Background: an optimization exercise with open tools, aiming at small area. Do not read the settings as production practice.
Only simulation tests tie the RTL to the original design; equivalence was not proved.
Power figures rest on the tool's default switching activity, not on a simulated workload.

File: design/flow/config.mk
export PLATFORM = sky130hd
export DESIGN_NAME = wb_register_file
export DESIGN_NICKNAME = wb_register_file
export VERILOG_FILES = /design/flow/design.v
export SDC_FILE = /design/flow/constraint.sdc
export NUM_CORES = 4
export LEC_CHECK = 0
export CAP_MARGIN = 20
export CORE_MARGIN = 2
export CORE_UTILIZATION = 40
export SLEW_MARGIN = 20
export SYNTH_HIERARCHICAL = 1
File: design/flow/constraint.sdc
create_clock -name core_clock -period 5.0 [get_ports {clk}]
set_input_delay 1.0000 -clock core_clock [delete_from_list [all_inputs] [get_ports {clk}]]
set_output_delay 1.0000 -clock core_clock [all_outputs]
set_load 0.01 [all_outputs]
File: design/flow/design.v
package wb_register_file_pkg;
  localparam int WB_DATA_W    = 32;
  localparam int WB_SEL_W     = 5;
  localparam int WB_REG_COUNT = 32;
  localparam int WB_ZERO_IDX  = 0;
endpackage
module wb_hold_bit (
  input  logic q_i,
  input  logic hold_i,
  input  logic wr_i,
  input  logic d_i,
  output logic d_o
);
  assign d_o = (q_i & hold_i) | (wr_i & d_i);
endmodule
module wb_aoi222 (
  input  logic a0, b0, a1, b1, a2, b2,
  output logic y_n
);
  assign y_n = ~((a0 & b0) | (a1 & b1) | (a2 & b2));
endmodule
module wb_nand
#(
  parameter int N = 4
) (
  input  logic [N-1:0] a,
  output logic         y
);
  assign y = ~&a;
endmodule
module wb_or
#(
  parameter int N = 3
) (
  input  logic [N-1:0] a,
  output logic         y
);
  assign y = |a;
endmodule
module wb_read_bit (
  input  logic [30:0] sel_i,
  input  logic [30:0] data_i,
  output logic        bit_o
);
  logic [9:0] g_n;
  logic       t_n;
  logic [2:0] p;
  for (genvar g = 0; g < 10; g++) begin : g_aoi
    wb_aoi222 u_aoi (
      .a0 (sel_i[3*g]),   .b0 (data_i[3*g]),
      .a1 (sel_i[3*g+1]), .b1 (data_i[3*g+1]),
      .a2 (sel_i[3*g+2]), .b2 (data_i[3*g+2]),
      .y_n(g_n[g])
    );
  end
  wb_nand #(.N(2)) u_t   (.a ({sel_i[30], data_i[30]}), .y (t_n));
  wb_nand #(.N(4)) u_p0  (.a (g_n[3:0]),                .y (p[0]));
  wb_nand #(.N(4)) u_p1  (.a (g_n[7:4]),                .y (p[1]));
  wb_nand #(.N(3)) u_p2  (.a ({t_n, g_n[9:8]}),         .y (p[2]));
  wb_or   #(.N(3)) u_out (.a (p),                       .y (bit_o));
endmodule
module wb_read_port
#(
  parameter int DATA_W    = wb_register_file_pkg::WB_DATA_W,
  parameter int SEL_W     = wb_register_file_pkg::WB_SEL_W,
  parameter int REG_COUNT = wb_register_file_pkg::WB_REG_COUNT
) (
  input  logic                            clk,
  input  logic [SEL_W-1:0]                rd_sel_i,
  input  logic [(REG_COUNT-1)*DATA_W-1:0] regs_i,
  output logic [DATA_W-1:0]               rd_data_o
);
  logic [SEL_W-1:0]     rd_sel_q;
  logic [REG_COUNT-1:1] onehot;
  always_ff @(posedge clk) begin
    rd_sel_q <= rd_sel_i;
  end
  always_comb begin
    for (int i = 1; i < REG_COUNT; i++) begin
      onehot[i] = (rd_sel_q == SEL_W'(i));
    end
  end
  for (genvar b = 0; b < DATA_W; b++) begin : g_bit
    logic [REG_COUNT-2:0] col;
    for (genvar i = 1; i < REG_COUNT; i++) begin : g_col
      assign col[i-1] = regs_i[(i-1)*DATA_W + b];
    end
    wb_read_bit u_bit (
      .sel_i  (onehot),
      .data_i (col),
      .bit_o  (rd_data_o[b])
    );
  end
endmodule
module wb_register_file
#(
  parameter int DATA_W    = wb_register_file_pkg::WB_DATA_W,
  parameter int SEL_W     = wb_register_file_pkg::WB_SEL_W,
  parameter int REG_COUNT = wb_register_file_pkg::WB_REG_COUNT
) (
  input  logic              clk,
  input  logic              rst,
  input  logic [DATA_W-1:0] S3_WriteData,
  input  logic [SEL_W-1:0]  S3_WriteSelect,
  input  logic              S3_WriteEnable,
  input  logic [SEL_W-1:0]  ReadSelect1,
  input  logic [SEL_W-1:0]  ReadSelect2,
  output logic [DATA_W-1:0] ReadData1,
  output logic [DATA_W-1:0] ReadData2
);
  logic [(REG_COUNT-1)*DATA_W-1:0] regs_q;
  logic [(REG_COUNT-1)*DATA_W-1:0] regs_d;
  logic [DATA_W-1:0]               wr_data;
  logic [REG_COUNT-1:1]            row_wr;
  logic [REG_COUNT-1:1]            row_hold;
  assign wr_data = rst ? '0 : S3_WriteData;
  always_comb begin
    for (int i = 1; i < REG_COUNT; i++) begin
      row_wr[i]   = rst || (S3_WriteEnable && (S3_WriteSelect == SEL_W'(i)));
      row_hold[i] = !row_wr[i];
    end
  end
  for (genvar i = 1; i < REG_COUNT; i++) begin : g_row
    for (genvar b = 0; b < DATA_W; b++) begin : g_bit
      wb_hold_bit u_hold (
        .q_i    (regs_q[(i-1)*DATA_W + b]),
        .hold_i (row_hold[i]),
        .wr_i   (row_wr[i]),
        .d_i    (wr_data[b]),
        .d_o    (regs_d[(i-1)*DATA_W + b])
      );
    end
  end
  always_ff @(posedge clk) begin
    regs_q <= regs_d;
  end
  wb_read_port #(
    .DATA_W    (DATA_W),
    .SEL_W     (SEL_W),
    .REG_COUNT (REG_COUNT)
  ) u_read_port1 (
    .clk       (clk),
    .rd_sel_i  (ReadSelect1),
    .regs_i    (regs_q),
    .rd_data_o (ReadData1)
  );
  wb_read_port #(
    .DATA_W    (DATA_W),
    .SEL_W     (SEL_W),
    .REG_COUNT (REG_COUNT)
  ) u_read_port2 (
    .clk       (clk),
    .rd_sel_i  (ReadSelect2),
    .regs_i    (regs_q),
    .rd_data_o (ReadData2)
  );
endmodule
File: design/flow/run.sh
#!/bin/bash
# synth_recipe.tcl (not shown) runs the flow's synth.tcl, then flattens the netlist and writes it again
# the make line also repeats each setting of config.mk as NAME=value (left out here)
make -C /OpenROAD-flow-scripts/flow DESIGN_CONFIG=/design/flow/config.mk WORK_HOME=/design/flow/orfs CLKGATE_MAP_FILE= SYNTH_SCRIPT=/design/flow/synth_recipe.tcl finish
==> results of run 1 <==
synthesized netlist by cell type, drive strengths merged:
library cell  instances  area, sq um
and4                  1         8.76
nand3b                6         45.0
or3b                  6         62.6
a21oi                23          115
nor4bb                1         10.0
nand3                66          330
and4bb                2         25.0
a31oi                 8         50.1
a31o                  8         70.1
a21o                 23          173
dfxtp              1002        20100
a22o                992         8690
nor2                 64          240
a222oi              640         6410
or2                   2         12.5
nand4               128          801
nor4b                 1         23.8
nor2b                36          225
clkbuf               11         41.3
nand2b                4         25.0
nand2                66          248
and4b                 3         30.0
buf                  20          106
or3                  66          413
final cells by class:
cell class	count	share of cell area, %
timing repair buffer	305	6.06
clock buffer	149	6.57
multi-input combinational	2150	40.3
tap	1265	3.36
sequential	1002	42.6
clock inverter	41	1.13
per-module statistics from Yosys, one instance, submodules excluded, excerpt:
module | flops+latches | area (sq um)
wb_hold_bit | 0 | 8.76
wb_register_file | 992 | 20700
wb_aoi222 | 0 | 10.0
worst max-delay path, stage by stage, from the launching register on:
cell,delay (ns)
dfxtp_1,0.34
or2_2,0.51
nor2_4,0.98
a222oi_1,0.29
nand4_1,0.55
or3_1,0.22
clkdlybuf4s50_1,0.53
metrics by stage:
stage	TNS [ns]	util, %	cell area [sq um]	setup slack [ns]
6_report	-0.652	49.6	47100	-0.134
5_1_grt	-0.00555	49.6	47100	-0.00555
4_1_cts	0	49.4	46900	0.0885
2_1_floorplan	0	-	38200	1.64
3_3_place_gp	0	45.5	43200	0.839
3_5_place_dp	0	45.6	43300	0.835
what timing repair did:
action,CTS,global route
setup buffers,0,7
setup endpoints to repair,0,10
gates resized for setup,0,1
registers in the layout, summed over array words and instances (netlist names):
register,flops
u_read_port1.rd_sel_q,5
u_read_port2.rd_sel_q,5
regs_q,992
cell families (layout without fill, tap and decap cells):
family / count (synthesis) / count (layout) / synth area share (%)
compound gates: 1694 / 1694 / 40.6
flops: 1002 / 1002 / 52.5
simple gates: 452 / 456 / 6.54
buf+inv: 31 / 495 / 0.386
path summary, 6_finish.rpt:
path / slack [ns] / to / depth (start not counted) / from
setup / recovery: -0.13 / ReadData2[1] / 6 / u_read_port2.rd_sel_q[3]
hold / removal: 0.51 / regs_q[827] / 1 / regs_q[827]
setup reg to reg: 4.29 / regs_q[274] / 1 / regs_q[274]
hold reg to reg: 0.51 / regs_q[827] / 1 / regs_q[827]
power breakdown:
part | internal, mW | switching [mW]
clock | 4.77 | 3.43
sequential | 8.67 | 0.554
combinational | 0.927 | 1.33
per-layer routing:
metal | up-vias | GRT usage (%) | part of all wire [%]
li1 | 15500 | - | -
met1 | 18800 | 47.3 | 38
met2 | 3416 | 50.2 | 40
met3 | 720 | 10.9 | 15
met4 | 8 | 20.5 | 6.9
met5 | - | 1.02 | 0.12
==> impl_metrics.toml, run 1 <==
[setup_path]
crit_path_max_fanout = 32
critical_path_class = "reg -> out"
start_kind = "flip-flop"
crit_arrival_ns = 4.13
required_ns = 4.00
worstSetupEndpointType = "primary output"

[worst_hold_path]
hold_path_class = "reg -> reg"

[sta]
hold_viol = 0
fin_skew_ns = 0
slew-limit-headroom_pct = 13.1
whs_ns = 0.508
period_share_pct = 103
rsz0062_at_grt = "yes"
drv_slew = 0
fmax_mhz = 195
tightest_slew_ns = 1.30
fin_crit_ns = 5.13
worst_slack_ns = -0.134
setup_viol = 15

[drt]
vias = 38500
finalWirelength_um = 184000
viasPerCell = 7.83
drc = 0
wl_per_cell_um = 37.5
ant_nets = 0
drt_pre_antenna_iters = 14
drtIter0Drc = 9466

[floorplan]
dieArea_sq_mm = 0.0980
core-area_sq_mm = 0.0949
die_w_um = 313
start_util_pct = 40.3
die_y_um = 313
ioPinCount = 114
rows = 113

[layout]
multi_input_area_sq_mm = 0.0190
layout_common_cells = "dfxtp_1 (1,002), a22o_1 (992), a222oi_1 (640)"
diodes = 0
area_delta_synth_final_pct = 23.2
final_common_cell = "dfxtp_1"
fillers = 8466
seqCellArea_sq_mm = 0.0201
drive_gt1_share_pct = 14.1
nNetsFinal = 3612
instances_no_fill = 4912

[cts]
htree_levels = 3
tritoncts = "yes"
cts_hold_buf = 0
clockRootBuffer = "clkbuf_16"
path_clk_slew_ns = 0.07
cts_buffers = 103
cts.path.max_buffers = 3
clock_latency_ns = 0.68
cts_sinks = 1002

[yosys]
avgSynthCellArea_sq_um = 12.0
syn_area_sq_mm = 0.0382
syn_inst = 3179
yosys_warnings = 8
ys_types = 30
ys_ff_latch = 1002
seq_area_frac_synth_pct = 52.5
syn_nets = 3229

[grt]
grt_pass1_wl_um = 257000
grt_max_degree = 80
antenna_found_initial = 4
grt_usage_pct = 35.4
grt_pass1_vias = 35300
overflow = 0

[power]
p_leak_nw = 18.0
ir_drop_v = 0.000339
finalPower_mw = 19.7
p_per_area_mw_per_mm2 = 418

[placement]
dp_cells = 4708
dp_hpwl_um = 107000
gp_congestion = 0.903
numPortBuffers = 113

[run]
drv_cap = 0

[status]
so_faults = "negative setup slack"
status = "failed layout checks"
==> run 2, diff against run 1 <==
--- a/design/flow/config.mk
+++ b/design/flow/config.mk
@@ -7,6 +7,9 @@
 export LEC_CHECK = 0
 export CAP_MARGIN = 20
 export CORE_MARGIN = 2
-export CORE_UTILIZATION = 40
+export CORE_UTILIZATION = 70
+export CTS_BUF_LIST = sky130_fd_sc_hd__clkbuf_16
+export CTS_CLUSTER_DIAMETER = 80
+export CTS_CLUSTER_SIZE = 30
 export SLEW_MARGIN = 20
 export SYNTH_HIERARCHICAL = 1
==> run 2 against run 1 <==
Net effect: the layout still fails its checks (negative setup slack); wire length shrank 6.7%; area after synthesis is the same; clock power decreased by 49%; utilization grew 31 points; clock skew is the same; sequential power is essentially flat; flip-flop and latch count did not move; non-clock buffer count fell by 22; worst setup slack gained 0.022 ns; combinational power about the same; register-to-register slack got worse by 0.04 ns; critical endpoint is now ReadData1[21]; largest power group unchanged; highest routed layer unchanged.
==> impl_metrics.toml, run 2 <==
[status]
status = "failed layout checks"
so_faults = "negative setup slack"

[cts]
cts_buffers = 41
cts.path.max_buffers = 3
clock_latency_ns = 0.65
post-cts-setup-buffers = 0
clockRootBuffer = "clkbuf_16"
path_clk_slew_ns = 0.12
cts_sinks = 1002
htree_levels = 2
tritoncts = "yes"

[floorplan]
core-area_sq_mm = 0.0539
die_y_um = 238
rows = 85
die_w_um = 238
ioPinCount = 114
dieArea_sq_mm = 0.0565
start_util_pct = 70.9

[grt]
grt_pass1_wl_um = 245000
grt_usage_pct = 57.8
grt_max_degree = 72
grt_pass1_vias = 38900
antenna_found_initial = 11
overflow = 0

[setup_path]
required_ns = 4.00
crit_arrival_ns = 4.11
crit_slowest_cell = "nand4_1"
slowest_delay_ns = 0.66
worstSetupEndpointType = "primary output"
crit_path_max_fanout = 32
cp_cell_sequence = "nand3b_1 -> nor2_4 -> buf_4 -> a222oi_1 -> nand4_1 -> or3_1 -> clkdlybuf4s50_1"
critical_path_class = "reg -> out"
start_kind = "flip-flop"
rrSetupSlack_ns = 4.25

[yosys]
ys_ff_latch = 1002
synth_flop_cell = "dfxtp_1"
syn_inst = 3179
synth_xor_area_share_pct = 0
yosysMostFrequentCell = "dfxtp_1"
ys_types = 30
syn_nets = 3229
synth_compound_area_share_pct = 40.6
synth_commonest_cells = "dfxtp_1 (1,002), a22o_1 (992), a222oi_1 (640), nand4_1 (128)"
avgSynthCellArea_sq_um = 12.0
synth_area_leaders = "dfxtp_1 (52%), a22o_1 (23%), a222oi_1 (17%)"
synth_top_cell_area_share_pct = 52.5
synth_largest_area_cell = "dfxtp_1"
synthAdderAreaFrac_pct = 0
seq_area_frac_synth_pct = 52.5
synth-edff-count = 0
synthSimpleGateAreaFrac_pct = 6.54
ys_async_sr_fraction_pct = 0
syn_area_sq_mm = 0.0382
muxShareOfSynthArea_pct = 0
yosys_warnings = 8
synth_top_family_by_area = "compound AO/OA/AOI/OAI gates"

[drt]
finalWirelength_um = 172000
drc = 0
viasPerCell = 9.67
drt_pre_antenna_iters = 17
vias = 40500
drtIter0Drc = 11000
ant_nets = 0
wl_per_cell_um = 41.0

[sta]
drv_slew = 0
slew-limit-headroom_pct = 20.9
fin_crit_ns = 5.11
worst_slack_ns = -0.111
setup_viol = 11
fmax_mhz = 196
whs_ns = 0.523
tightest_slew_ns = 1.19
hold_viol = 0
fin_tns_setup_ns = -0.529
period_share_pct = 102
rsz0062_at_grt = "no"
fin_skew_ns = 0

[power]
p_switching_mw = 4.48
swShare_pct = 28.6
finalPower_mw = 15.7
intPower_mw = 11.2
power_frac_clock_pct = 26.8
p_per_area_mw_per_mm2 = 361
p_comb_share_pct = 14.4
ir_drop_v = 0.000353
p_leak_nw = 16.6
p_seq_share_pct = 58.8

[worst_hold_path]
hold_path_class = "reg -> reg"

[layout]
top_register = "regs_q"
area_delta_synth_final_pct = 13.6
nNetsFinal = 3524
drive_gt1_share_pct = 10.5
largest_reg_flops = 992
fin_area_sq_mm = 0.0434
layout_common_cells = "dfxtp_1 (1,002), a22o_1 (992), a222oi_1 (640)"
largestRegisters = "regs_q x992, u_read_port1.rd_sel_q x5, u_read_port2.rd_sel_q x5"
final_common_cell = "dfxtp_1"

[placement]
dp_hpwl_um = 96400
dp_worst_setup_slack_ns = 0.720
gp_congestion = 0.958
numPortBuffers = 113
placed_cell_area_sq_mm = 0.0421

[run]
drv_cap = 0
## run 2: final timing paths
check,from,end,depth (start not counted)
worst max-delay path,u_read_port1.rd_sel_q[4],ReadData1[21],7
worst min-delay path,regs_q[76],regs_q[76],1
worst max register to register,regs_q[355],regs_q[355],1
worst min register to register,regs_q[76],regs_q[76],1
## run 2: metrics by stage
step           instances  util, %
2_1_floorplan       3179        -
3_3_place_gp        4125     78.1
3_5_place_dp        4126     78.2
4_1_cts             4181     80.3
5_1_grt             4182     80.5
6_report            4187     80.5
## run 2: layout make-up
cell class                 instances  area (sq um)
clock inverter                    14           158
clock buffer                      41          1030
tap                              696           871
antenna                            5          12.5
timing repair buffer             283          2520
sequential                      1002         20100
multi-input combinational       2146         18800
fill                            3286         10500
## run 2: kinds of logic (layout without fill, tap and decap cells)
kind of cell | count (synthesis) | in the layout
flip-flops | 1002 | 1002
AO/OA/AOI/OAI | 1694 | 1694
other | 0 | 5
AND/OR/NAND/NOR | 452 | 452
buffers and inverters | 31 | 338
## run 2: Yosys stat by module (local to each module, per instance), a selection
module            copies in the design  area, sq um  flops+latches
wb_register_file                     1        20700            992
wb_aoi222                          640         10.0              0
wb_hold_bit                        992         8.76              0
## run 2: critical path, delay by kind of cell (launching register included)
family / cells / cell delay, ns
buffers and inverters: 2 / 0.82
and+or+nand+nor: 4 / 1.68
AOI/OAI and AO/OA: 1 / 0.48
DFF: 1 / 0.46
## run 2: repair_timing
item,CTS,global route
setup endpoints to repair,0,18
gates resized for setup,0,8
hold buffers,0,0
## run 2: power groups by stage
stage                     clock network, mW  logic, mW  registers [mW]
after floorplan                           0       1.18            9.21
after global placement                    0       1.99            9.29
after detailed placement                  0       2.07            9.37
after CTS                              4.12       2.08            9.19
after global routing                   4.40       2.24            9.29
final                                  4.21       2.25            9.23
## run 2: routing by layer
| metal | share of wire [%] | vias up | global-route usage, % |
|---|---|---|---|
| met5 | 0.083 | - | 3.72 |
| met4 | 11 | 10 | 48.7 |
| met3 | 20 | 1523 | 31.5 |
| met2 | 38 | 4798 | 77.1 |
| met1 | 31 | 18900 | 66.9 |
| li1 | - | 15300 | - |
==> run 3, diff against run 2 <==
--- a/design/flow/design.v
+++ b/design/flow/design.v
@@ -37,6 +37,29 @@
 );
   assign y = |a;
 endmodule
+module wb_and2 (
+  input  logic a,
+  input  logic b,
+  output logic y
+);
+  assign y = a & b;
+endmodule
+module wb_a21o (
+  input  logic a,
+  input  logic b,
+  input  logic c,
+  output logic y
+);
+  assign y = (a & b) | c;
+endmodule
+module wb_o21a (
+  input  logic a,
+  input  logic b,
+  input  logic c,
+  output logic y
+);
+  assign y = (a | b) & c;
+endmodule
 module wb_read_bit (
   input  logic [30:0] sel_i,
   input  logic [30:0] data_i,
@@ -71,14 +94,20 @@
   output logic [DATA_W-1:0]               rd_data_o
 );
   logic [SEL_W-1:0]     rd_sel_q;
+  logic [3:0]           sel_lo;
+  logic [7:0]           sel_hi;
   logic [REG_COUNT-1:1] onehot;
   always_ff @(posedge clk) begin
     rd_sel_q <= rd_sel_i;
   end
-  always_comb begin
-    for (int i = 1; i < REG_COUNT; i++) begin
-      onehot[i] = (rd_sel_q == SEL_W'(i));
-    end
+  for (genvar k = 0; k < 4; k++) begin : g_lo
+    assign sel_lo[k] = (rd_sel_q[1:0] == 2'(k));
+  end
+  for (genvar j = 0; j < 8; j++) begin : g_hi
+    assign sel_hi[j] = (rd_sel_q[4:2] == 3'(j));
+  end
+  for (genvar i = 1; i < REG_COUNT; i++) begin : g_sel
+    wb_and2 u_sel (.a (sel_hi[i/4]), .b (sel_lo[i%4]), .y (onehot[i]));
   end
   for (genvar b = 0; b < DATA_W; b++) begin : g_bit
     logic [REG_COUNT-2:0] col;
@@ -113,14 +142,24 @@
   logic [DATA_W-1:0]               wr_data;
   logic [REG_COUNT-1:1]            row_wr;
   logic [REG_COUNT-1:1]            row_hold;
-  assign wr_data = rst ? '0 : S3_WriteData;
-  always_comb begin
-    for (int i = 1; i < REG_COUNT; i++) begin
-      row_wr[i]   = rst || (S3_WriteEnable && (S3_WriteSelect == SEL_W'(i)));
-      row_hold[i] = !row_wr[i];
-    end
+  logic                            rst_n;
+  logic [3:0]                      wr_lo, wr_lo_n;
+  logic [7:0]                      wr_hi, wr_hi_n;
+  assign rst_n = !rst;
+  for (genvar k = 0; k < 4; k++) begin : g_lo
+    assign wr_lo[k]   = S3_WriteEnable && (S3_WriteSelect[1:0] == 2'(k));
+    assign wr_lo_n[k] = !wr_lo[k];
+  end
+  for (genvar j = 0; j < 8; j++) begin : g_hi
+    assign wr_hi[j]   = (S3_WriteSelect[4:2] == 3'(j));
+    assign wr_hi_n[j] = !wr_hi[j];
+  end
+  for (genvar b = 0; b < DATA_W; b++) begin : g_data
+    wb_and2 u_data (.a (S3_WriteData[b]), .b (rst_n), .y (wr_data[b]));
   end
   for (genvar i = 1; i < REG_COUNT; i++) begin : g_row
+    wb_a21o u_wr   (.a (wr_hi[i/4]),   .b (wr_lo[i%4]),   .c (rst),   .y (row_wr[i]));
+    wb_o21a u_hold (.a (wr_hi_n[i/4]), .b (wr_lo_n[i%4]), .c (rst_n), .y (row_hold[i]));
     for (genvar b = 0; b < DATA_W; b++) begin : g_bit
       wb_hold_bit u_hold (
         .q_i    (regs_q[(i-1)*DATA_W + b]),
==> design/flow/flow/run.sh (new file) <==
#!/bin/bash
# The standard ORFS layout (standard.sh, with the standard synthesis), with
# three changes:
#  - input and output ports get sky130_fd_sc_hd__buf_1 port buffers;
#  - before global placement, flow/presize.tcl upsizes the gates that drive
#    the long row, column and select lines, so that they need no buffer trees;
#  - CTS uses clusters of up to 30 flip-flops on clkbuf_16 leaf buffers,
#    without dummy loads.
# The whole make output goes to flow_make.log; ORFS's per-step logs are under
# orfs/logs/.
set -euo pipefail
cd "$(dirname "${BASH_SOURCE[0]}")/.."
export BUFFER_PORTS_ARGS="-buffer_cell sky130_fd_sc_hd__buf_1"
export PRE_GLOBAL_PLACE_TCL="$PWD/flow/presize.tcl"
export CTS_ARGS="-sink_clustering_enable -repair_clock_nets -buf_list sky130_fd_sc_hd__clkbuf_16 -sink_clustering_size 30 -sink_clustering_max_diameter 80 -dont_use_dummy_load"
bash standard.sh finish > flow_make.log 2>&1
==> design/flow/flow/presize.tcl (new file) <==
# Upsize the single-strength AND/AO/OA gates that drive the register file's
# long row, column and select lines, instead of buffering those lines.
set nsized 0
foreach net [[ord::get_db_block] getNets] {
  set iterms [$net getITerms]
  if {[llength $iterms] < 17} { continue }
  foreach it $iterms {
    if {![$it isOutputSignal]} { continue }
    set inst [$it getInst]
    set m [[$inst getMaster] getName]
    if {[regexp {^(sky130_fd_sc_hd__(and2|a21o|o21a))_[01]$} $m -> base]} {
      set size [expr {$base eq "sky130_fd_sc_hd__and2" ? 4 : 2}]
      replace_cell [$inst getName] ${base}_$size
      incr nsized
    }
  }
}
puts "presize: upsized $nsized line drivers"
==> design/flow/standard.sh (new file) <==
#!/bin/bash
# synth_recipe.tcl (not shown) runs the flow's synth.tcl, then flattens the netlist and writes it again
# the make line also repeats each setting of config.mk as NAME=value (left out here)
make -C /OpenROAD-flow-scripts/flow DESIGN_CONFIG=/design/flow/config.mk WORK_HOME=/design/flow/orfs CLKGATE_MAP_FILE= SYNTH_SCRIPT=/design/flow/synth_recipe.tcl "${@:-finish}"
==> design/flow/config.mk (replaced) <==
export PLATFORM = sky130hd
export DESIGN_NAME = wb_register_file
export DESIGN_NICKNAME = wb_register_file
export VERILOG_FILES = /design/flow/design.v
export SDC_FILE = /design/flow/constraint.sdc
export NUM_CORES = 4
export LEC_CHECK = 0
export CAP_MARGIN = 20
export CORE_MARGIN = 2
export CORE_UTILIZATION = 55
export SLEW_MARGIN = 20
export SYNTH_HIERARCHICAL = 1
removed: design/flow/run.sh
==> run 3 against run 2 <==
Net effect: the run now finishes clean; global-route usage decreased by 9.5 points; worst hold slack got worse by 0.033 ns; wire length increased by 5.9%; sequential share of layout area increased by 2.2 points; synthesized cell count decreased by 0.53%; combinational power decreased by 9.3%; clock skew unchanged; power decreased by 1.5%; critical path type unchanged; highest routed layer unchanged.
==> impl_metrics.toml, run 3 <==
[status]
status = "no timing/DRC/antenna violations"

[power]
finalPower_mw = 15.5
p_leak_nw = 15.7
p_per_area_mw_per_mm2 = 373
ir_drop_v = 0.000316

[sta]
slew-limit-headroom_pct = 12.6
rsz0062_at_grt = "no"
hold_viol = 0
fin_tns_setup_ns = 0
fin_crit_ns = 4.40
setup_viol = 0
period_share_pct = 88.1
fmax_mhz = 227
drv_slew = 0
fin_skew_ns = 0
tightest_slew_ns = 1.31

[yosys]
synth_flop_cell = "dfxtp_1"
synth_largest_area_cell = "dfxtp_1"
synth_area_leaders = "dfxtp_1 (52%), a22o_1 (23%), a222oi_1 (17%)"
yosys_warnings = 8
synthAdderAreaFrac_pct = 0
synth_top_cell_area_share_pct = 52.3
ys_async_sr_fraction_pct = 0
synthSimpleGateAreaFrac_pct = 7.06
muxShareOfSynthArea_pct = 0
yosysMostFrequentCell = "dfxtp_1"
synth_xor_area_share_pct = 0
synth-edff-count = 0
avgSynthCellArea_sq_um = 12.1
syn_nets = 3212
synth_top_family_by_area = "compound AO/OA/AOI/OAI gates"
syn_inst = 3162
synth_commonest_cells = "dfxtp_1 (1,002), a22o_1 (992), a222oi_1 (640), nand4_1 (128), and2_1 (96)"
ys_ff_latch = 1002
seq_area_frac_synth_pct = 52.3
ys_types = 22
syn_area_sq_mm = 0.0384
synth_compound_area_share_pct = 40.6

[grt]
grt_max_degree = 45
antenna_found_initial = 10
grt_pass1_wl_um = 255000
grt_pass1_vias = 37600
overflow = 0
grt_usage_pct = 48.3

[floorplan]
start_util_pct = 55.7
rows = 96
ioPinCount = 114
core-area_sq_mm = 0.0688
die_y_um = 268
die_w_um = 268
dieArea_sq_mm = 0.0719

[setup_path]
cp_num_cells = 6
cp_cell_sequence = "and2_1 -> and2_4 -> a222oi_1 -> nand4_1 -> or3_1 -> buf_1"
crit_slowest_cell = "or3_1"
worstSetupEndpointType = "primary output"
crit_path_max_fanout = 32
cp_top_family = "simple AND/OR/NAND/NOR gates"
start_kind = "flip-flop"
worst-path-buf-inv = 1
critical_path_class = "reg -> out"
required_ns = 4.00
slowest_delay_ns = 0.59
crit_arrival_ns = 3.40
ff2ff_path_depth = 1

[cts]
cts_resized = 0
clock_latency_ns = 0.64
path_clk_slew_ns = 0.11
tritoncts = "yes"
cts.path.max_buffers = 3
htree_levels = 2
post-cts-setup-buffers = 0
cts_buffers = 45
cts_sinks = 1002
cts_hold_buf = 0
clockRootBuffer = "clkbuf_16"

[layout]
largest_reg_flops = 992
nNetsFinal = 3373
final_common_cell = "dfxtp_1"
top_register = "regs_q"
drive_gt1_share_pct = 6.53
area_delta_synth_final_pct = 8.11
largestRegisters = "regs_q x992, u_read_port1.rd_sel_q x5, u_read_port2.rd_sel_q x5"
fin_area_sq_mm = 0.0415
final_core_util_pct = 60.2
layout_common_cells = "dfxtp_1 (1,002), a22o_1 (992), a222oi_1 (640)"

[placement]
dp_hpwl_um = 94900
placed_cell_area_sq_mm = 0.0403
gp_congestion = 0.976
numPortBuffers = 113

[run]
drv_cap = 0

[drt]
drtIter0Drc = 9981
vias = 39000
ant_nets = 0
viasPerCell = 9.16
drc = 0
wl_per_cell_um = 42.7
drt_pre_antenna_iters = 14
finalWirelength_um = 182000

[worst_hold_path]
hold_path_depth = 1
hold_path_class = "in -> reg"
[run 3: metrics by stage]
stage | hold WS (ns) | cells | setup slack (ns)
2_1_floorplan | 0.475 | 3162 | 2.07
3_3_place_gp | 0.485 | 4206 | 1.53
3_5_place_dp | 0.493 | 4206 | 1.45
4_1_cts | 0.469 | 4251 | 0.782
5_1_grt | 0.482 | 4252 | 0.640
6_report | 0.490 | 4257 | 0.597
[run 3: per-module statistics from Yosys, one instance, submodules excluded, a selection]
module / area (sq um) / flip-flops and latches
wb_hold_bit: 8.76 / 0
wb_aoi222: 10.0 / 0
wb_a21o: 7.51 / 0
wb_o21a: 7.51 / 0
wb_register_file: 20100 / 992
wb_and2: 6.26 / 0
[run 3: report_power, final]
part | leakage [nW] | switching, mW | internal (mW)
logic | 6.79 | 1.30 | 0.737
registers | 8.33 | 0.559 | 8.66
clock network | 0.555 | 2.57 | 1.62
[run 3: cells by family after synthesis]
kind of cell,after synthesis
simple gates,462
flops,1002
compound gates,1694
buf+inv,4
[run 3: cell type report]
| class | count | area [sq um] |
|---|---|---|
| sequential | 1002 | 20100 |
| antenna | 5 | 12.5 |
| clock buffer | 45 | 1130 |
| tap | 931 | 1160 |
| timing repair buffer | 117 | 467 |
| inverter | 1 | 3.75 |
| multi-input combinational | 2156 | 18600 |
| fill | 5581 | 27400 |
[run 3: final timing paths]
check / start / end / slack (ns)
max reg2reg: regs_q[314] / regs_q[314] / 4.29
max: u_read_port2.rd_sel_q[0] / ReadData2[31] / 0.60
min: ReadSelect1[0] / u_read_port1.rd_sel_q[0] / 0.49
min reg2reg: regs_q[982] / regs_q[982] / 0.52
[run 3: per-layer routing]
layer / global-route usage (%) / vias up / wire, um
met1: 58.3 / 18700 / 61000
met4: 39.2 / 10 / 17000
met3: 19.4 / 1172 / 30800
met5: 0.608 / - / 240
met2: 67.6 / 4195 / 72800
li1: - / 14900 / -
==> run 4, diff against run 3 <==
--- a/design/flow/design.v
+++ b/design/flow/design.v
@@ -44,13 +44,13 @@
 );
   assign y = a & b;
 endmodule
-module wb_a21o (
+module wb_and3 (
   input  logic a,
   input  logic b,
   input  logic c,
   output logic y
 );
-  assign y = (a & b) | c;
+  assign y = a & b & c;
 endmodule
 module wb_o21a (
   input  logic a,
@@ -154,11 +154,9 @@
     assign wr_hi[j]   = (S3_WriteSelect[4:2] == 3'(j));
     assign wr_hi_n[j] = !wr_hi[j];
   end
-  for (genvar b = 0; b < DATA_W; b++) begin : g_data
-    wb_and2 u_data (.a (S3_WriteData[b]), .b (rst_n), .y (wr_data[b]));
-  end
+  assign wr_data = S3_WriteData;
   for (genvar i = 1; i < REG_COUNT; i++) begin : g_row
-    wb_a21o u_wr   (.a (wr_hi[i/4]),   .b (wr_lo[i%4]),   .c (rst),   .y (row_wr[i]));
+    wb_and3 u_wr   (.a (wr_hi[i/4]),   .b (wr_lo[i%4]),   .c (rst_n), .y (row_wr[i]));
     wb_o21a u_hold (.a (wr_hi_n[i/4]), .b (wr_lo_n[i%4]), .c (rst_n), .y (row_hold[i]));
     for (genvar b = 0; b < DATA_W; b++) begin : g_bit
       wb_hold_bit u_hold (
--- a/design/flow/flow/presize.tcl
+++ b/design/flow/flow/presize.tcl
@@ -8,7 +8,7 @@
     if {![$it isOutputSignal]} { continue }
     set inst [$it getInst]
     set m [[$inst getMaster] getName]
-    if {[regexp {^(sky130_fd_sc_hd__(and2|a21o|o21a))_[01]$} $m -> base]} {
+    if {[regexp {^(sky130_fd_sc_hd__(and2|and3|o21a))_[01]$} $m -> base]} {
       set size [expr {$base eq "sky130_fd_sc_hd__and2" ? 4 : 2}]
       replace_cell [$inst getName] ${base}_$size
       incr nsized
==> run 4 against run 3 <==
Net effect: global-route usage is 0.27 points lower; area after synthesis is 0.62% lower; largest cell class unchanged; cell count hardly changed; clock skew stayed put; highest routed layer unchanged; register-to-register slack worse by 0.02 ns; synthesized cell count is 1.0% lower; sequential power is 12% lower; sequential share of layout area is 0.14 points higher; still clean on timing, DRC and antenna; utilization hardly changed.
==> impl_metrics.toml, run 4 <==
[status]
status = "no timing/DRC/antenna violations"

[layout]
final_common_cell = "dfxtp_1"
seqCellArea_sq_mm = 0.0201
largestRegisters = "regs_q x992, u_read_port1.rd_sel_q x5, u_read_port2.rd_sel_q x5"
fillers = 5589
instances_no_fill = 4261
largest_reg_flops = 992
nNetsFinal = 3370
multi_input_area_sq_mm = 0.0183
layout_common_cells = "dfxtp_1 (1,002), a22o_1 (992), a222oi_1 (640)"
drive_gt1_share_pct = 6.48
fin_area_sq_mm = 0.0413
top_register = "regs_q"
area_delta_synth_final_pct = 8.48

[placement]
gp_congestion = 0.943
numPortBuffers = 113
dp_hpwl_um = 95800
placed_cell_area_sq_mm = 0.0402
dp_cells = 4204
dp_worst_setup_slack_ns = 1.49

[cts]
cts_sinks = 1002
clockRootBuffer = "clkbuf_16"
cts_buffers = 44
cts_hold_buf = 0
post-cts-setup-buffers = 0
path_clk_slew_ns = 0.11
htree_levels = 2
cts_resized = 0
tritoncts = "yes"
cts.path.max_buffers = 3
clock_latency_ns = 0.62

[yosys]
syn_area_sq_mm = 0.0381
avgSynthCellArea_sq_um = 12.2
synth-edff-count = 0
ys_async_sr_fraction_pct = 0
syn_inst = 3130
synth_largest_area_cell = "dfxtp_1"
syn_nets = 3180
synth_area_leaders = "dfxtp_1 (53%), a22o_1 (23%), a222oi_1 (17%)"
yosysMostFrequentCell = "dfxtp_1"
synth_flop_cell = "dfxtp_1"
synth_commonest_cells = "dfxtp_1 (1,002), a22o_1 (992), a222oi_1 (640), nand4_1 (128), nand3_1 (66)"
synth_top_cell_area_share_pct = 52.6
ys_types = 21
ys_ff_latch = 1002
seq_area_frac_synth_pct = 52.6
yosys_warnings = 8

[floorplan]
die_w_um = 267
die_y_um = 267
rows = 96
core-area_sq_mm = 0.0686
dieArea_sq_mm = 0.0714
ioPinCount = 114
start_util_pct = 55.6

[grt]
grt_usage_pct = 48.1
overflow = 0
grt_max_degree = 40
grt_pass1_wl_um = 251000
antenna_found_initial = 13
grt_pass1_vias = 36300

[drt]
drc = 0
vias = 38300
wl_per_cell_um = 42.1
drt_pre_antenna_iters = 14
drtIter0Drc = 10200
finalWirelength_um = 179000
ant_nets = 0
viasPerCell = 9.00

[power]
p_leak_nw = 14.7
finalPower_mw = 13.0
ir_drop_v = 0.000291
p_per_area_mw_per_mm2 = 315

[sta]
worst_slack_ns = 0.402
fmax_mhz = 217
tightest_slew_ns = 1.26
fin_skew_ns = 0
fin_crit_ns = 4.60
period_share_pct = 92.0
hold_viol = 0
drv_slew = 0
fin_tns_setup_ns = 0
slew-limit-headroom_pct = 16.3
setup_viol = 0
rsz0062_at_grt = "no"

[setup_path]
worstSetupEndpointType = "primary output"
crit_arrival_ns = 3.60
required_ns = 4.00
crit_path_max_fanout = 32
start_kind = "flip-flop"
critical_path_class = "reg -> out"

[run]
drv_cap = 0

[worst_hold_path]
hold_path_class = "reg -> reg"
==> run 4: cell count changes after synthesis <==
cell	delta
and3_1	+31
and2_1	-32
a21o_1	-31
==> run 4: worst paths after layout <==
path	start	end	slack, ns	cells after the start
worst min register to register	regs_q[926]	regs_q[926]	0.52	1
worst min-delay path	regs_q[926]	regs_q[926]	0.52	1
worst max register to register	regs_q[304]	regs_q[304]	4.27	1
worst max-delay path	u_read_port2.rd_sel_q[4]	ReadData2[8]	0.40	6
==> run 4: area by class of cell <==
type,instances,area share (%)
inverter,1,0.00908
sequential,1002,48.5
timing repair buffer,147,1.70
tap,931,2.82
antenna,12,0.0726
clock buffer,44,2.66
multi-input combinational,2124,44.2
==> run 4: cells by family after synthesis <==
family	count (synthesis)	synth area share [%]
flip-flops	1002	52.6
AO/OA/AOI/OAI	1663	40.2
AND/OR/NAND/NOR	461	7.09
buffers and inverters	4	0.0689
==> run 4: power by group <==
part	switching [mW]	internal, mW
Clock	2.54	1.59
Combinational	0.660	0.138
Sequential	0.0537	8.04
Total	3.25	9.76
==> run 4: critical path, stage by stage, from the launching register on <==
cell	delay, ns
dfxtp_1	0.43
and3b_2	0.26
and2_4	0.35
a222oi_1	0.39
nand4_1	0.74
or3_1	0.63
buf_1	0.14
==> run 4: through the flow <==
| stage | utilization, % | hold WS (ns) |
|---|---|---|
| after global placement | 58.6 | 0.485 |
| final | 60.3 | 0.516 |
| after global routing | 60.3 | 0.531 |
| after floorplan | - | 0.475 |
| after CTS | 60.2 | 0.514 |
| after detailed placement | 58.6 | 0.493 |
==> run 4: Yosys stat by module, one instance, submodules excluded, excerpt <==
module            copies in the design  cell area, sq um  flip-flops and latches
wb_aoi222                          640              10.0                       0
wb_and2                             62              6.26                       0
wb_hold_bit                        992              8.76                       0
wb_o21a                             31              7.51                       0
wb_and3                             31              6.26                       0
wb_register_file                     1             20100                     992
==> run 4: metal layers <==
layer / part of all wire, % / GRT usage [%] / up-vias
met3: 16 / 18.4 / 1047
li1: - / - / 14900
met5: 0.10 / 0.901 / -
met2: 40 / 68.4 / 3917
met4: 9.6 / 39.2 / 10
met1: 33 / 57.4 / 18500
==> run 5, diff against run 4 <==
==> design/flow/design.v (replaced) <==
package wb_register_file_pkg;
  localparam int WB_DATA_W    = 32;
  localparam int WB_SEL_W     = 5;
  localparam int WB_REG_COUNT = 32;
  localparam int WB_ZERO_IDX  = 0;
endpackage
module wb_hold_col
#(
  parameter int N = 31
) (
  input  logic [N-1:0] q_i,
  input  logic [N-1:0] hold_i,
  input  logic [N-1:0] wr_i,
  input  logic [N-1:0] d_i,
  output logic [N-1:0] d_o
);
  assign d_o = (q_i & hold_i) | (wr_i & d_i);
endmodule
module wb_aoi222_x10 (
  input  logic [29:0] s_i,
  input  logic [29:0] d_i,
  output logic [9:0]  y_n
);
  for (genvar g = 0; g < 10; g++) begin : g_aoi
    assign y_n[g] = ~((s_i[3*g] & d_i[3*g]) | (s_i[3*g+1] & d_i[3*g+1]) |
                      (s_i[3*g+2] & d_i[3*g+2]));
  end
endmodule
module wb_nand
#(
  parameter int N = 4
) (
  input  logic [N-1:0] a,
  output logic         y
);
  assign y = ~&a;
endmodule
module wb_or
#(
  parameter int N = 3
) (
  input  logic [N-1:0] a,
  output logic         y
);
  assign y = |a;
endmodule
module wb_and2 (
  input  logic a,
  input  logic b,
  output logic y
);
  assign y = a & b;
endmodule
module wb_and3 (
  input  logic a,
  input  logic b,
  input  logic c,
  output logic y
);
  assign y = a & b & c;
endmodule
module wb_o21a (
  input  logic a,
  input  logic b,
  input  logic c,
  output logic y
);
  assign y = (a | b) & c;
endmodule
module wb_read_bit (
  input  logic [30:0] sel_i,
  input  logic [30:0] data_i,
  output logic        bit_o
);
  logic [9:0] g_n;
  logic       t_n;
  logic [2:0] p;
  wb_aoi222_x10 u_aoi (.s_i (sel_i[29:0]), .d_i (data_i[29:0]), .y_n (g_n));
  wb_nand #(.N(2)) u_t   (.a ({sel_i[30], data_i[30]}), .y (t_n));
  wb_nand #(.N(4)) u_p0  (.a (g_n[3:0]),                .y (p[0]));
  wb_nand #(.N(4)) u_p1  (.a (g_n[7:4]),                .y (p[1]));
  wb_nand #(.N(3)) u_p2  (.a ({t_n, g_n[9:8]}),         .y (p[2]));
  wb_or   #(.N(3)) u_out (.a (p),                       .y (bit_o));
endmodule
module wb_read_port
#(
  parameter int SEL_W     = wb_register_file_pkg::WB_SEL_W,
  parameter int REG_COUNT = wb_register_file_pkg::WB_REG_COUNT
) (
  input  logic                 clk,
  input  logic [SEL_W-1:0]     rd_sel_i,
  output logic [REG_COUNT-2:0] onehot_o
);
  logic [SEL_W-1:0] rd_sel_q;
  logic [3:0]       sel_lo;
  logic [7:0]       sel_hi;
  always_ff @(posedge clk) begin
    rd_sel_q <= rd_sel_i;
  end
  for (genvar k = 0; k < 4; k++) begin : g_lo
    assign sel_lo[k] = (rd_sel_q[1:0] == 2'(k));
  end
  for (genvar j = 0; j < 8; j++) begin : g_hi
    assign sel_hi[j] = (rd_sel_q[4:2] == 3'(j));
  end
  for (genvar i = 1; i < REG_COUNT; i++) begin : g_sel
    wb_and2 u_sel (.a (sel_hi[i/4]), .b (sel_lo[i%4]), .y (onehot_o[i-1]));
  end
endmodule
module wb_register_file
#(
  parameter int DATA_W    = wb_register_file_pkg::WB_DATA_W,
  parameter int SEL_W     = wb_register_file_pkg::WB_SEL_W,
  parameter int REG_COUNT = wb_register_file_pkg::WB_REG_COUNT
) (
  input  logic              clk,
  input  logic              rst,
  input  logic [DATA_W-1:0] S3_WriteData,
  input  logic [SEL_W-1:0]  S3_WriteSelect,
  input  logic              S3_WriteEnable,
  input  logic [SEL_W-1:0]  ReadSelect1,
  input  logic [SEL_W-1:0]  ReadSelect2,
  output logic [DATA_W-1:0] ReadData1,
  output logic [DATA_W-1:0] ReadData2
);
  logic [REG_COUNT-1:1]  row_wr;
  logic [REG_COUNT-1:1]  row_hold;
  logic                  rst_n;
  logic [3:0]            wr_lo, wr_lo_n;
  logic [7:0]            wr_hi, wr_hi_n;
  logic [REG_COUNT-2:0]  sel1, sel2;
  assign rst_n = !rst;
  for (genvar k = 0; k < 4; k++) begin : g_lo
    assign wr_lo[k]   = S3_WriteEnable && (S3_WriteSelect[1:0] == 2'(k));
    assign wr_lo_n[k] = !wr_lo[k];
  end
  for (genvar j = 0; j < 8; j++) begin : g_hi
    assign wr_hi[j]   = (S3_WriteSelect[4:2] == 3'(j));
    assign wr_hi_n[j] = !wr_hi[j];
  end
  for (genvar i = 1; i < REG_COUNT; i++) begin : g_row
    wb_and3 u_wr   (.a (wr_hi[i/4]),   .b (wr_lo[i%4]),   .c (rst_n), .y (row_wr[i]));
    wb_o21a u_hold (.a (wr_hi_n[i/4]), .b (wr_lo_n[i%4]), .c (rst_n), .y (row_hold[i]));
  end
  wb_read_port #(
    .SEL_W     (SEL_W),
    .REG_COUNT (REG_COUNT)
  ) u_read_port1 (
    .clk      (clk),
    .rd_sel_i (ReadSelect1),
    .onehot_o (sel1)
  );
  wb_read_port #(
    .SEL_W     (SEL_W),
    .REG_COUNT (REG_COUNT)
  ) u_read_port2 (
    .clk      (clk),
    .rd_sel_i (ReadSelect2),
    .onehot_o (sel2)
  );
  for (genvar b = 0; b < DATA_W; b++) begin : g_col
    logic [REG_COUNT-2:0] q;
    logic [REG_COUNT-2:0] d;
    wb_hold_col #(.N(REG_COUNT-1)) u_hold (
      .q_i    (q),
      .hold_i (row_hold),
      .wr_i   (row_wr),
      .d_i    ({(REG_COUNT-1){S3_WriteData[b]}}),
      .d_o    (d)
    );
    always_ff @(posedge clk) begin
      q <= d;
    end
    wb_read_bit u_rd1 (.sel_i (sel1), .data_i (q), .bit_o (ReadData1[b]));
    wb_read_bit u_rd2 (.sel_i (sel2), .data_i (q), .bit_o (ReadData2[b]));
  end
endmodule
==> run 5 against run 4 <==
Net effect: first-iteration DRC count fell by 11%; global-route usage is 0.94 points lower; die area is the same; largest cell class unchanged; sequential share of layout area about the same; synthesized cell count unchanged; utilization barely moved; flip-flop and latch count is the same; still clean; critical path type unchanged; worst hold slack lost 0.0028 ns; worst setup slack gained 0.14 ns; wire length is 2.0% lower.
==> impl_metrics.toml, run 5 <==
[yosys]
synth-edff-count = 0
yosys_warnings = 8
synth_flop_cell = "dfxtp_1"
ys_async_sr_fraction_pct = 0
synth_area_leaders = "dfxtp_1 (53%), a22o_1 (23%), a222oi_1 (17%)"
ys_ff_latch = 1002
avgSynthCellArea_sq_um = 12.2
syn_nets = 3180
ys_types = 21
synth_commonest_cells = "dfxtp_1 (1,002), a22o_1 (992), a222oi_1 (640), nand4_1 (128), nand3_1 (66)"
synth_largest_area_cell = "dfxtp_1"
yosysMostFrequentCell = "dfxtp_1"
synth_top_cell_area_share_pct = 52.6
seq_area_frac_synth_pct = 52.6
syn_inst = 3130
syn_area_sq_mm = 0.0381

[placement]
numPortBuffers = 113
gp_congestion = 0.933
dp_hpwl_um = 95000

[drt]
wl_per_cell_um = 41.2
drtIter0Drc = 9080
drt_pre_antenna_iters = 13
viasPerCell = 8.93
ant_nets = 0
finalWirelength_um = 176000
vias = 38000
drc = 0

[layout]
largest_reg_flops = 992
area_delta_synth_final_pct = 8.49
final_common_cell = "dfxtp_1"
layout_common_cells = "dfxtp_1 (1,002), a22o_1 (992), a222oi_1 (640)"
drive_gt1_share_pct = 6.51
largestRegisters = "g_col.q x992, u_read_port1.rd_sel_q x5, u_read_port2.rd_sel_q x5"
nNetsFinal = 3372
top_register = "g_col.q"

[setup_path]
rrSetupSlack_ns = 4.29
r2r_end = "g_col[21].q[17]"
crit_arrival_ns = 3.46
crit_slowest_cell = "nand4_1"
crit_path_max_fanout = 32
cp_num_cells = 6
worst-path-buf-inv = 1
critical_path_class = "reg -> out"
required_ns = 4.00
start_kind = "flip-flop"
slowest_delay_ns = 0.66
cp_top_family = "simple AND/OR/NAND/NOR gates"
ff2ff_path_depth = 1
worstSetupEndpointType = "primary output"
r2r_start = "g_col[21].q[17]"
cp_cell_sequence = "nor3_1 -> and2_4 -> a222oi_1 -> nand4_1 -> or3_1 -> buf_1"

[sta]
drv_slew = 0
tightest_slew_ns = 1.32
period_share_pct = 89.1
slew-limit-headroom_pct = 12.0
setup_viol = 0
fin_skew_ns = 0
whs_ns = 0.513
hold_viol = 0
fin_tns_setup_ns = 0
rsz0062_at_grt = "no"
fin_crit_ns = 4.46
fmax_mhz = 224

[grt]
grt_max_degree = 33
grt_pass1_wl_um = 248000
overflow = 0
grt_pass1_vias = 36300
antenna_found_initial = 15
grt_usage_pct = 47.1

[floorplan]
ioPinCount = 114
rows = 96
core-area_sq_mm = 0.0686
dieArea_sq_mm = 0.0714
die_w_um = 267
die_y_um = 267
start_util_pct = 55.6

[cts]
post-cts-setup-buffers = 0
path_clk_slew_ns = 0.09
clock_latency_ns = 0.63
clockRootBuffer = "clkbuf_16"
tritoncts = "yes"
cts.path.max_buffers = 3
cts_hold_buf = 0
cts_buffers = 44
cts_resized = 0
htree_levels = 2
cts_sinks = 1002

[power]
p_leak_nw = 14.7
finalPower_mw = 13.0
ir_drop_v = 0.000327
p_per_area_mw_per_mm2 = 315

[worst_hold_path]
hold_path_depth = 1
worstHoldStart = "g_col[24].q[30]"
holdPathEnd = "g_col[24].q[30]"
hold_path_class = "reg -> reg"

[status]
status = "no timing/DRC/antenna violations"

[run]
drv_cap = 0
## run 5: cell type report
type / instances / area [sq um]
clock buffers: 44 / 1100
fillers: 5660 / 27200
flip-flops and latches: 1002 / 20100
multi-input cells: 2124 / 18300
repair buffers: 149 / 716
well taps: 931 / 1160
inverters: 1 / 3.75
diodes: 7 / 17.5
## run 5: kinds of logic (layout without fill, tap and decap cells)
group | after synthesis | after routing | share of synthesized area (%)
AOI/OAI and AO/OA | 1663 | 1663 | 40.2
other | 0 | 7 | 0
buffers and inverters | 4 | 194 | 0.0689
and+or+nand+nor | 461 | 461 | 7.09
DFF | 1002 | 1002 | 52.6
## run 5: power breakdown
group / switching, mW / leakage, nW / internal [mW] / total (mW)
registers: 0.0530 / 8.08 / 8.04 / 8.09
clock network: 2.54 / 0.542 / 1.59 / 4.12
logic: 0.654 / 6.10 / 0.138 / 0.793
total: 3.25 / 14.7 / 9.76 / 13.0
## run 5: through the flow
step	setup WS (ns)	cells	cell area [sq um]	utilization [%]
2_1_floorplan	2.07	3130	38100	-
3_3_place_gp	1.55	4206	40200	58.6
3_5_place_dp	1.50	4207	40200	58.6
4_1_cts	0.843	4251	41300	60.2
5_1_grt	0.599	4254	41300	60.3
6_report	0.543	4258	41400	60.3
## run 5: how the worst max path moves through the flow
stage / from / end
3_3_place_gp: u_read_port1.rd_sel_q[4] / ReadData1[21]
3_5_place_dp: u_read_port2.rd_sel_q[4] / ReadData2[5]
5_1_grt: u_read_port2.rd_sel_q[2] / ReadData2[20]
4_1_cts: u_read_port2.rd_sel_q[4] / ReadData2[5]
6_report: u_read_port2.rd_sel_q[3] / ReadData2[20]
2_1_floorplan: u_read_port1.rd_sel_q[3] / ReadData1[0]
## run 5: per-layer routing
layer	track usage, %	share of wire (%)
met5	1.59	0.081
met4	36.5	9.0
met3	19.4	17
met2	66.1	40
met1	57.0	34
## run 5: per-module statistics from Yosys (local to each module, per instance), excerpt
module            cells inside  copies in the design  area, sq um  flip-flops and latches
wb_register_file          1020                     1        20100                     992
wb_aoi222_x10               10                    64          100                       0
wb_o21a                      1                    31         7.51                       0
wb_and2                      1                    62         6.26                       0
wb_and3                      1                    31         6.26                       0

re-timing with driven ports:
No port has a modelled driver above. Below, the same layouts with a new extraction and two added sets of constraints.
Step 1 (the two cells are an assumption about what drives the block):
set clk [get_ports {clk}]
set_driving_cell -lib_cell sky130_fd_sc_hd__clkbuf_16 $clk
set_driving_cell -lib_cell sky130_fd_sc_hd__buf_2 [delete_from_list [all_inputs] $clk]
Step 2 moves the port delays by t, midway between the first and last clock arrival at a register: inputs arrive t later, outputs are due t later. That takes back most of the time a late clock gives input paths.
Three values: no drivers, after step 1, after step 2; two values: the first two.
run | t, ns | setup WS [ns] | latest minus earliest clock arrival (ns) | cell pins on the clock port's net
run 1 | 0.752 | -0.134 / -0.207 / 0.545 | 0.033 / 0.033 | 1
run 2 | 0.712 | -0.111 / -0.176 / 0.535 | 0.031 / 0.031 | 1
run 3 | 0.703 | 0.597 / 0.523 / 1.226 | 0.075 / 0.075 | 1
run 4 | 0.701 | 0.402 / 0.332 / 1.032 | 0.063 / 0.063 | 1
run 5 | 0.704 | 0.543 / 0.472 / 1.175 | 0.074 / 0.073 | 1
